What follows belongs to an exercise in optimizing a design on an open flow for small area, a short achievable clock period and few clock cycles; a production flow would make more cautious choices. In this exercise RTL edits were held to simulation tests only and were not proved equivalent to the original. No activity file was given, so power comes from the tool's default toggle rates.

<file path="design/flow/run.sh">
#!/bin/bash
# synth_recipe.tcl (not shown) runs the flow's synth.tcl, then flattens the netlist and writes it again
# the make line also repeats each setting of config.mk as NAME=value (left out here)
make -C /OpenROAD-flow-scripts/flow DESIGN_CONFIG=/design/flow/config.mk WORK_HOME=/design/flow/orfs CLKGATE_MAP_FILE= SYNTH_SCRIPT=/design/flow/synth_recipe.tcl finish
</file>
<file path="design/flow/config.mk">
export PLATFORM = sky130hd
export DESIGN_NAME = id_range_scanner
export DESIGN_NICKNAME = id_range_scanner
export VERILOG_FILES = /design/flow/design.v
export SDC_FILE = /design/flow/constraint.sdc
export NUM_CORES = 4
export LEC_CHECK = 0
export CAP_MARGIN = 20
export CORE_MARGIN = 2
export CORE_UTILIZATION = 45
export SLEW_MARGIN = 20
</file>
<file path="design/flow/constraint.sdc">
create_clock -name core_clock -period 4.2 [get_ports {clk}]
set_input_delay 0.8400 -clock core_clock [delete_from_list [all_inputs] [get_ports {clk}]]
set_output_delay 0.8400 -clock core_clock [all_outputs]
set_load 0.01 [all_outputs]
</file>
<file path="design/flow/design.v">
`default_nettype none
package id_range_pkg;
    localparam int ID_W       = 40;
    localparam int MAX_DIGITS = 13;
    localparam int SUM_W      = 64;
    localparam int COUNT_W    = 40;
    localparam int NDIG_W     = 4;
    localparam int BIT_CNT_W  = $clog2(ID_W + 1);
    typedef logic [ID_W-1:0] id_t;
    typedef logic [3:0]      digit_t;
    typedef digit_t [MAX_DIGITS-1:0] bcd_t;
    typedef struct packed {
        id_t lo;
        id_t hi;
    } range_t;
    typedef struct packed {
        logic valid;
        logic last;
        id_t  value;
        bcd_t digits;
    } candidate_t;
    typedef struct packed {
        logic valid;
        logic last;
        logic invalid;
        id_t  value;
    } verdict_t;
endpackage
`default_nettype wire
`timescale 1ns/1ps
`default_nettype none
module bin_to_bcd (
    input  logic clk,
    input  logic reset,
    input  logic conv_start,
    input  id_range_pkg::id_t  conv_value,
    output logic conv_done,
    output id_range_pkg::bcd_t conv_digits
);
    localparam int ID_W       = id_range_pkg::ID_W;
    localparam int MAX_DIGITS = id_range_pkg::MAX_DIGITS;
    localparam int SUM_W      = id_range_pkg::SUM_W;
    localparam int COUNT_W    = id_range_pkg::COUNT_W;
    localparam int NDIG_W     = id_range_pkg::NDIG_W;
    localparam int BIT_CNT_W  = id_range_pkg::BIT_CNT_W;
    typedef id_range_pkg::id_t        id_t;
    typedef id_range_pkg::bcd_t       bcd_t;
    typedef id_range_pkg::range_t     range_t;
    typedef id_range_pkg::candidate_t candidate_t;
    typedef id_range_pkg::verdict_t   verdict_t;
    logic                 active;
    logic [BIT_CNT_W-1:0] bit_cnt;
    id_t                  shift_bin;
    bcd_t                 bcd;
    function automatic bcd_t dabble_step(input logic [(4 * MAX_DIGITS)-1:0] d, input logic bit_in);
        logic [(4 * MAX_DIGITS)-1:0] adj;
        adj = d;
        for (int i = 0; i < MAX_DIGITS; i++) begin
            if (d[4*i +: 4] >= 4'd5) begin
                adj[4*i +: 4] = d[4*i +: 4] + 4'd3;
            end
        end
        dabble_step = {adj[(4 * MAX_DIGITS)-2:0], bit_in};
    endfunction
    always_ff @(posedge clk or posedge reset) begin
        if (reset) begin
            active    <= 1'b0;
            bit_cnt   <= '0;
            conv_done <= 1'b0;
        end else begin
            conv_done <= 1'b0;
            if (conv_start) begin
                active  <= 1'b1;
                bit_cnt <= BIT_CNT_W'(1);
            end else if (active) begin
                bit_cnt <= bit_cnt + BIT_CNT_W'(1);
                if (bit_cnt == BIT_CNT_W'(ID_W - 1)) begin
                    active    <= 1'b0;
                    conv_done <= 1'b1;
                end
            end
        end
    end
    always_ff @(posedge clk) begin
        if (conv_start) begin
            shift_bin <= conv_value << 1;
            bcd       <= dabble_step('0, conv_value[ID_W-1]);
        end else if (active) begin
            shift_bin <= shift_bin << 1;
            bcd       <= dabble_step(bcd, shift_bin[ID_W-1]);
        end
    end
    assign conv_digits = bcd;
endmodule
`default_nettype wire
`timescale 1ns/1ps
`default_nettype none
module range_walker (
    input  logic       clk,
    input  logic       reset,
    input  logic       walk_start,
    input  id_range_pkg::range_t     walk_range,
    input  id_range_pkg::bcd_t       start_digits,
    output id_range_pkg::candidate_t cand
);
    localparam int ID_W       = id_range_pkg::ID_W;
    localparam int MAX_DIGITS = id_range_pkg::MAX_DIGITS;
    localparam int SUM_W      = id_range_pkg::SUM_W;
    localparam int COUNT_W    = id_range_pkg::COUNT_W;
    localparam int NDIG_W     = id_range_pkg::NDIG_W;
    localparam int BIT_CNT_W  = id_range_pkg::BIT_CNT_W;
    typedef id_range_pkg::id_t        id_t;
    typedef id_range_pkg::bcd_t       bcd_t;
    typedef id_range_pkg::range_t     range_t;
    typedef id_range_pkg::candidate_t candidate_t;
    typedef id_range_pkg::verdict_t   verdict_t;
    logic walking;
    logic empty_slot;
    logic at_hi;
    id_t  cur_value;
    bcd_t cur_digits;
    function automatic bcd_t bcd_inc(input logic [(4 * MAX_DIGITS)-1:0] d);
        logic [(4 * MAX_DIGITS)-1:0] r;
        logic carry;
        r     = d;
        carry = 1'b1;
        for (int i = 0; i < MAX_DIGITS; i++) begin
            if (carry) begin
                if (d[4*i +: 4] == 4'd9) begin
                    r[4*i +: 4] = 4'd0;
                end else begin
                    r[4*i +: 4] = d[4*i +: 4] + 4'd1;
                    carry       = 1'b0;
                end
            end
        end
        bcd_inc = r;
    endfunction
    assign at_hi = (cur_value == walk_range.hi);
    always_ff @(posedge clk or posedge reset) begin
        if (reset) begin
            walking    <= 1'b0;
            empty_slot <= 1'b0;
        end else begin
            empty_slot <= 1'b0;
            if (walk_start) begin
                if (walk_range.lo > walk_range.hi) begin
                    empty_slot <= 1'b1;
                end else begin
                    walking <= 1'b1;
                end
            end else if (walking && at_hi) begin
                walking <= 1'b0;
            end
        end
    end
    always_ff @(posedge clk) begin
        if (walk_start) begin
            cur_value  <= walk_range.lo;
            cur_digits <= start_digits;
        end else if (walking && !at_hi) begin
            cur_value  <= cur_value + ID_W'(1);
            cur_digits <= bcd_inc(cur_digits);
        end
    end
    always_comb begin
        cand.valid  = walking;
        cand.last   = (walking && at_hi) || empty_slot;
        cand.value  = cur_value;
        cand.digits = cur_digits;
    end
endmodule
`default_nettype wire
`timescale 1ns/1ps
`default_nettype none
module repeat_detector (
    input  logic       clk,
    input  logic       reset,
    input  id_range_pkg::candidate_t cand,
    output id_range_pkg::verdict_t   verdict
);
    localparam int ID_W       = id_range_pkg::ID_W;
    localparam int MAX_DIGITS = id_range_pkg::MAX_DIGITS;
    localparam int SUM_W      = id_range_pkg::SUM_W;
    localparam int COUNT_W    = id_range_pkg::COUNT_W;
    localparam int NDIG_W     = id_range_pkg::NDIG_W;
    localparam int BIT_CNT_W  = id_range_pkg::BIT_CNT_W;
    typedef id_range_pkg::id_t        id_t;
    typedef id_range_pkg::bcd_t       bcd_t;
    typedef id_range_pkg::range_t     range_t;
    typedef id_range_pkg::candidate_t candidate_t;
    typedef id_range_pkg::verdict_t   verdict_t;
    logic [NDIG_W-1:0]     ndig;
    logic [MAX_DIGITS/2:1] period_hit;
    logic                  repeated;
    logic [4*MAX_DIGITS-1:0] dig;
    assign dig = cand.digits;
    logic valid_q;
    logic last_q;
    logic invalid_q;
    id_t  value_q;
    always_comb begin
        ndig = '0;
        for (int i = 0; i < MAX_DIGITS; i++) begin
            if (dig[4*i +: 4] != 4'd0) begin
                ndig = NDIG_W'(i + 1);
            end
        end
    end
    always_comb begin
        period_hit = '0;
        for (int p = 1; p <= MAX_DIGITS / 2; p++) begin
            period_hit[p] = (int'(ndig) > p) && ((int'(ndig) % p) == 0);
            for (int i = 0; i + p < MAX_DIGITS; i++) begin
                if ((i + p < int'(ndig)) && (dig[4*i +: 4] != dig[4*(i + p) +: 4])) begin
                    period_hit[p] = 1'b0;
                end
            end
        end
    end
    assign repeated = |period_hit;
    always_ff @(posedge clk or posedge reset) begin
        if (reset) begin
            valid_q <= 1'b0;
            last_q  <= 1'b0;
        end else begin
            valid_q <= cand.valid;
            last_q  <= cand.last;
        end
    end
    always_ff @(posedge clk) begin
        invalid_q <= repeated;
        value_q   <= cand.value;
    end
    always_comb begin
        verdict.valid   = valid_q;
        verdict.last    = last_q;
        verdict.invalid = invalid_q;
        verdict.value   = value_q;
    end
endmodule
`default_nettype wire
`timescale 1ns/1ps
`default_nettype none
module scan_control (
    input  logic               clk,
    input  logic               reset,
    input  logic               start,
    input  id_range_pkg::range_t             range_in,
    output logic               conv_start,
    output id_range_pkg::id_t                conv_value,
    input  logic               conv_done,
    input  id_range_pkg::bcd_t               conv_digits,
    output logic               walk_start,
    output id_range_pkg::range_t             walk_range,
    output id_range_pkg::bcd_t               start_digits,
    input  id_range_pkg::verdict_t           verdict,
    output logic               busy,
    output logic               done,
    output logic [id_range_pkg::SUM_W-1:0]   sum,
    output logic [id_range_pkg::COUNT_W-1:0] invalid_count
);
    localparam int ID_W       = id_range_pkg::ID_W;
    localparam int MAX_DIGITS = id_range_pkg::MAX_DIGITS;
    localparam int SUM_W      = id_range_pkg::SUM_W;
    localparam int COUNT_W    = id_range_pkg::COUNT_W;
    localparam int NDIG_W     = id_range_pkg::NDIG_W;
    localparam int BIT_CNT_W  = id_range_pkg::BIT_CNT_W;
    typedef id_range_pkg::id_t        id_t;
    typedef id_range_pkg::bcd_t       bcd_t;
    typedef id_range_pkg::range_t     range_t;
    typedef id_range_pkg::candidate_t candidate_t;
    typedef id_range_pkg::verdict_t   verdict_t;
    typedef enum logic [1:0] {
        st_idle,
        st_convert,
        st_walk
    } state_t;
    state_t state;
    logic   accept;
    assign accept = (state == st_idle) && start;
    assign conv_start = accept;
    assign conv_value = range_in.lo;
    assign busy = (state != st_idle);
    always_ff @(posedge clk or posedge reset) begin
        if (reset) begin
            state         <= st_idle;
            walk_start    <= 1'b0;
            done          <= 1'b0;
            sum           <= '0;
            invalid_count <= '0;
        end else begin
            walk_start <= 1'b0;
            done       <= 1'b0;
            case (state)
                st_idle: begin
                    if (start) begin
                        state         <= st_convert;
                        sum           <= '0;
                        invalid_count <= '0;
                    end
                end
                st_convert: begin
                    if (conv_done) begin
                        state      <= st_walk;
                        walk_start <= 1'b1;
                    end
                end
                st_walk: begin
                    if (verdict.valid && verdict.invalid) begin
                        sum           <= sum + SUM_W'(verdict.value);
                        invalid_count <= invalid_count + COUNT_W'(1);
                    end
                    if (verdict.last) begin
                        done  <= 1'b1;
                        state <= st_idle;
                    end
                end
                default: begin
                    state <= st_idle;
                end
            endcase
        end
    end
    always_ff @(posedge clk) begin
        if (accept) begin
            walk_range <= range_in;
        end
        if ((state == st_convert) && conv_done) begin
            start_digits <= conv_digits;
        end
    end
endmodule
`default_nettype wire
`timescale 1ns/1ps
`default_nettype none
module id_range_scanner (
    input  logic               clk,
    input  logic               reset,
    input  logic               start,
    input  logic [79:0]        range_in,
    output logic               busy,
    output logic               done,
    output logic [63:0]        sum,
    output logic [39:0]        invalid_count
);
    localparam int ID_W       = id_range_pkg::ID_W;
    localparam int MAX_DIGITS = id_range_pkg::MAX_DIGITS;
    localparam int SUM_W      = id_range_pkg::SUM_W;
    localparam int COUNT_W    = id_range_pkg::COUNT_W;
    localparam int NDIG_W     = id_range_pkg::NDIG_W;
    localparam int BIT_CNT_W  = id_range_pkg::BIT_CNT_W;
    typedef id_range_pkg::id_t        id_t;
    typedef id_range_pkg::bcd_t       bcd_t;
    typedef id_range_pkg::range_t     range_t;
    typedef id_range_pkg::candidate_t candidate_t;
    typedef id_range_pkg::verdict_t   verdict_t;
    range_t     range_s;
    assign range_s = range_in;
    logic       conv_start;
    id_t        conv_value;
    logic       conv_done;
    bcd_t       conv_digits;
    logic       walk_start;
    range_t     walk_range;
    bcd_t       start_digits;
    candidate_t cand;
    verdict_t   verdict;
    scan_control u_ctrl (
        .clk          (clk),
        .reset        (reset),
        .start        (start),
        .range_in     (range_s),
        .conv_start   (conv_start),
        .conv_value   (conv_value),
        .conv_done    (conv_done),
        .conv_digits  (conv_digits),
        .walk_start   (walk_start),
        .walk_range   (walk_range),
        .start_digits (start_digits),
        .verdict      (verdict),
        .busy         (busy),
        .done         (done),
        .sum          (sum),
        .invalid_count(invalid_count)
    );
    bin_to_bcd u_conv (
        .clk        (clk),
        .reset      (reset),
        .conv_start (conv_start),
        .conv_value (conv_value),
        .conv_done  (conv_done),
        .conv_digits(conv_digits)
    );
    range_walker u_walker (
        .clk         (clk),
        .reset       (reset),
        .walk_start  (walk_start),
        .walk_range  (walk_range),
        .start_digits(start_digits),
        .cand        (cand)
    );
    repeat_detector u_detect (
        .clk    (clk),
        .reset  (reset),
        .cand   (cand),
        .verdict(verdict)
    );
endmodule
`default_nettype wire
</file>
==> run summary <==
## what timing repair did
item	in CTS	in global routing
gates resized for setup	0	1
setup endpoints to repair	0	1
setup buffers	0	2
## worst max-delay path, delay by kind of cell (launching register included)
family,cells,cell delay (ns)
and+or+nand+nor,5,2.30
adders and majority gates,3,0.60
AOI/OAI and AO/OA,4,0.42
DFF,1,0.38
buffers and inverters,2,0.23
## layer usage
layer / share of wire [%] / global-route usage, %
met5: 0.036 / 0
met4: 1.9 / 6.41
met3: 6.1 / 3.49
met2: 43 / 35.3
met1: 49 / 35.5
## cell usage in the layout, fill, tap and decap left out, drive strengths merged, types with 16 or more instances in the layout
cell type        n
nand2          390
nor2           173
o21ai          252
or3             21
a21oi          145
nand3           56
xor2           193
clkbuf          72
nor2b           30
nor3            34
dfxtp           92
ha             118
nand2b          20
xnor2          230
buf             79
nand4           72
or4             16
and3            21
nor4            39
and4            18
inv            129
edfxtp         264
a21o            30
clkinv          19
mux2i           18
dfrtp          120
clkdlybuf4s50  188
## kinds of logic (layout without fill, tap and decap cells)
kind of cell	after synthesis	after routing	synth area share, %
other cells	0	3	0
flops	476	476	47.4
fa+ha+maj	119	119	5.56
simple gates	920	920	16.1
xor+xnor	423	423	13.8
buf+inv	285	494	4.06
compound gates	561	561	12.4
mux	19	19	0.711
## worst min path at each step
stage / slack (ns) / cells past startpoint / endpoint
2_1_floorplan: 0.35 / 0 / u_detect.value_q[25]$_DFF_P_
3_3_place_gp: 0.45 / 0 / u_detect.value_q[1]$_DFF_P_
3_5_place_dp: 0.45 / 1 / u_ctrl.state[0]$_DFFE_PP0P_
4_1_cts: 0.43 / 0 / u_detect.value_q[37]$_DFF_P_
5_1_grt: 0.47 / 0 / u_detect.value_q[37]$_DFF_P_
6_report: 0.44 / 1 / u_ctrl.state[0]$_DFFE_PP0P_
## flip-flops by register name (all words and copies together) (netlist names)
signal	cells
u_detect.last_q	1
u_ctrl.walk_start	1
u_ctrl.done	1
u_conv.conv_done	1
u_conv.shift_bin	39
u_walker.empty_slot	1
u_ctrl.walk_range	80
u_walker.walking	1
u_detect.invalid_q	1
u_detect.value_q	40
u_conv.bcd	52
u_walker.cur_value	40
u_ctrl.state	2
u_conv.bit_cnt	6
u_walker.cur_digits	52
u_detect.valid_q	1
u_ctrl.sum	64
u_conv.active	1
u_ctrl.invalid_count	40
u_ctrl.start_digits	52
## per-stage QoR
step,util (%),area (µm²)
6_report,53.5,31600
5_1_grt,53.5,31600
4_1_cts,53.4,31600
3_5_place_dp,50.4,29800
3_3_place_gp,50.4,29800
2_1_floorplan,-,26900
## final cells by class
type                       instances  area, µm²  share of cell area, %
antenna                            3       7.51                 0.0237
clock inverter                    28        273                  0.862
clock buffer                      72       1520                   4.81
sequential                       476      12800                   40.4
timing repair buffer             267       2520                   7.96
inverter                         127        489                   1.55
multi-input combinational       2042      13100                   41.4
tap                              773        967                   3.06
## where the power goes
part	leakage, nW	internal, mW	switching, mW
combinational	6.63	1.84	2.42
clock	0.874	2.74	1.96
sequential	4.84	5.94	0.704
==> results by group <==
STA
  – Tcrit/Tclk final: about 96%
  – Hold Violations, Final: 0
  – Min Tclk post-route: 4.02 ns
  – Setup violators final: 0
  – Setup TNS: 0 ns
  – WHS: 0.443 ns
  – Slew Viols, Final: 0
  – Final WS setup: about 0.18 ns
  – Fin Clk Skew: 0.0285 ns
  – Slew @ Worst Pin: ~0.95 ns
  – Fmax: 0.249 GHz
  – RSZ-0062 raised after global routing: no
  – Relative slew slack: 36.0%

Floorplanning
  – Row count: 89
  – Initial Util: 45.6%
  – I/O Pins: 189
  – Die Wd: 249 µm
  – Core Footprint: 0.0591 mm²
  – Chip height: 249 µm
  – Die footprint: ~0.062 mm²

Global routing
  – Initial antenna violation count: 5
  – GRT Total Usage: 23.6%
  – Total grt overflow: 0
  – Via count of the first global-routing pass: 20100
  – Largest net degree at the start of global routing: 240
  – First-pass GRT wire length: about 120 mm

Critical path
  – R2r worst-path depth: 14
  – Crit start category: flop
  – Worst Setup SP: u_walker.cur_digits[41]$_DFFE_PP_
  – Worst r2r src: u_walker.cur_digits[41]$_DFFE_PP_
  – CP arrival: 4.53 ns
  – CP endpoint: u_detect.invalid_q$_DFF_P_
  – Crit Path Max Fanout: 9
  – Most frequent CP cell: ha_1
  – Required time of the critical path: approximately 4.7 ns
  – Crit-path cells: or4_4, or4_4, or3_4, inv_1, ha_1, ha_1, a21oi_1, buf_4, o211ai_2, nand2_2, ha_1, or4_1, o31a_1, o2111ai_2
  – CP max stage delay: 0.64 ns
  – Slowest CP cell: or4_4
  – FF-to-FF End: u_detect.invalid_q$_DFF_P_
  – R2r setup slk: 0.18 ns
  – CP Capture Type: flop
  – Setup Crit Path Kind: reg -> reg

Placed design
  – DPL Wire Length: 53.4 mm
  – Post-place setup slack: 0.148 ns
  – IO buf count: 188
  – Placed instance count: approximately 3700
  – Routability cong.: 0.933

Clock tree
  – Skew-Pair Late Insertion Delay: between 0.6 and 0.7 ns
  – Hold Buf Count CTS: 0
  – CTS Buf Count: 53
  – Root buf cell: clkbuf_16
  – CTS Sinks: 476
  – CTS tree: yes
  – Clock buffer depth: 3
  – H-Tree Depth: 2
  – Clock transition at the registers of the reported paths: 0.06 ns

Cells and area
  – Share of cells above drive strength 1: 6.31%
  – Fillers: 5197
  – Area growth from synthesis to final layout: 17.5%
  – Final nets: 3169
  – Finished Layout Cells: between 3000 and 4000

Synth
  – Mapped Nets: between 3000 and 4000
  – FF+latch count, synth: 476
  – Synthesized area: 0.0269 mm²
  – Most instantiated library cell after synthesis: nand2_1
  – Seq/Total Area, Yosys: 47.4%
  – Yosys warnings: 4
  – Ys flop type: edfxtp_1
  – Syn avg cell area: 9.61 µm²
  – Synth cell types: 78
  – Post-synthesis instance total: approximately 2800
  – Top-area cell type share of the netlist area: 29.4%
  – Post-synth EDFFs: 264
  – Synth area leader: edfxtp_1
  – Area contributors post-synth: edfxtp_1 29%, dfrtp_1 11%, xnor2_1 7.5%
  – Commonest cells post-synth: 389 x nand2_1, 264 x edfxtp_1, 247 x o21ai_0
  – Async SR Flop Fraction: 25.2%

Drt
  – Vias per cell: between 5 and 6
  – Drt drc: 0
  – Initial drt markers: 1654
  – Drt wl/cell: 19.7 µm
  – Vias: 21000
  – Drt total wl: 74.5 mm
  – Post-route ant nets: 0
  – DRT Pass-1 Iters: 22

Power
  – Power Density: about 490 mW/mm²
  – Max VDD drop: 0.317 mV
  – Overall power: 15.6 mW
  – Lkg Pwr: 12.3 nW

Min path
  – Worst Hold Class: reg -> reg
  – Worst hold start: u_conv.conv_done$_DFF_PP0_

Run
  – Max_cap viols: 0

Status
  – Status: no timing/DRC/antenna violations
Testbench counts, summed over its fixed seeds: cycles 260,345.

[port drivers added, routing unchanged]
In the flow no input, the clock included, has a driving cell. The finished layout below was timed again as built, in two steps.
Step 1 assumes that a clkbuf_16 drives the clock port and a buf_2 every other input.
Step 2 also shifts input and output timing later by t, the mid clock arrival at the registers, as if the neighbouring blocks saw the same clock.
a / b / c = no drivers / after step 1 / after step 2; a / b = the first two.
shift t [ns]: 0.662
slack for setup (ns): 0.178 / 0.178 / 0.178
hold WS [ns]: 0.443 / 0.443 / 0.443
worst setup path after step 2: register to register
After both steps setup and hold are still met in this run. The setup slack of this run moves by 0.000 ns with the drivers and by 0.000 ns with both steps.
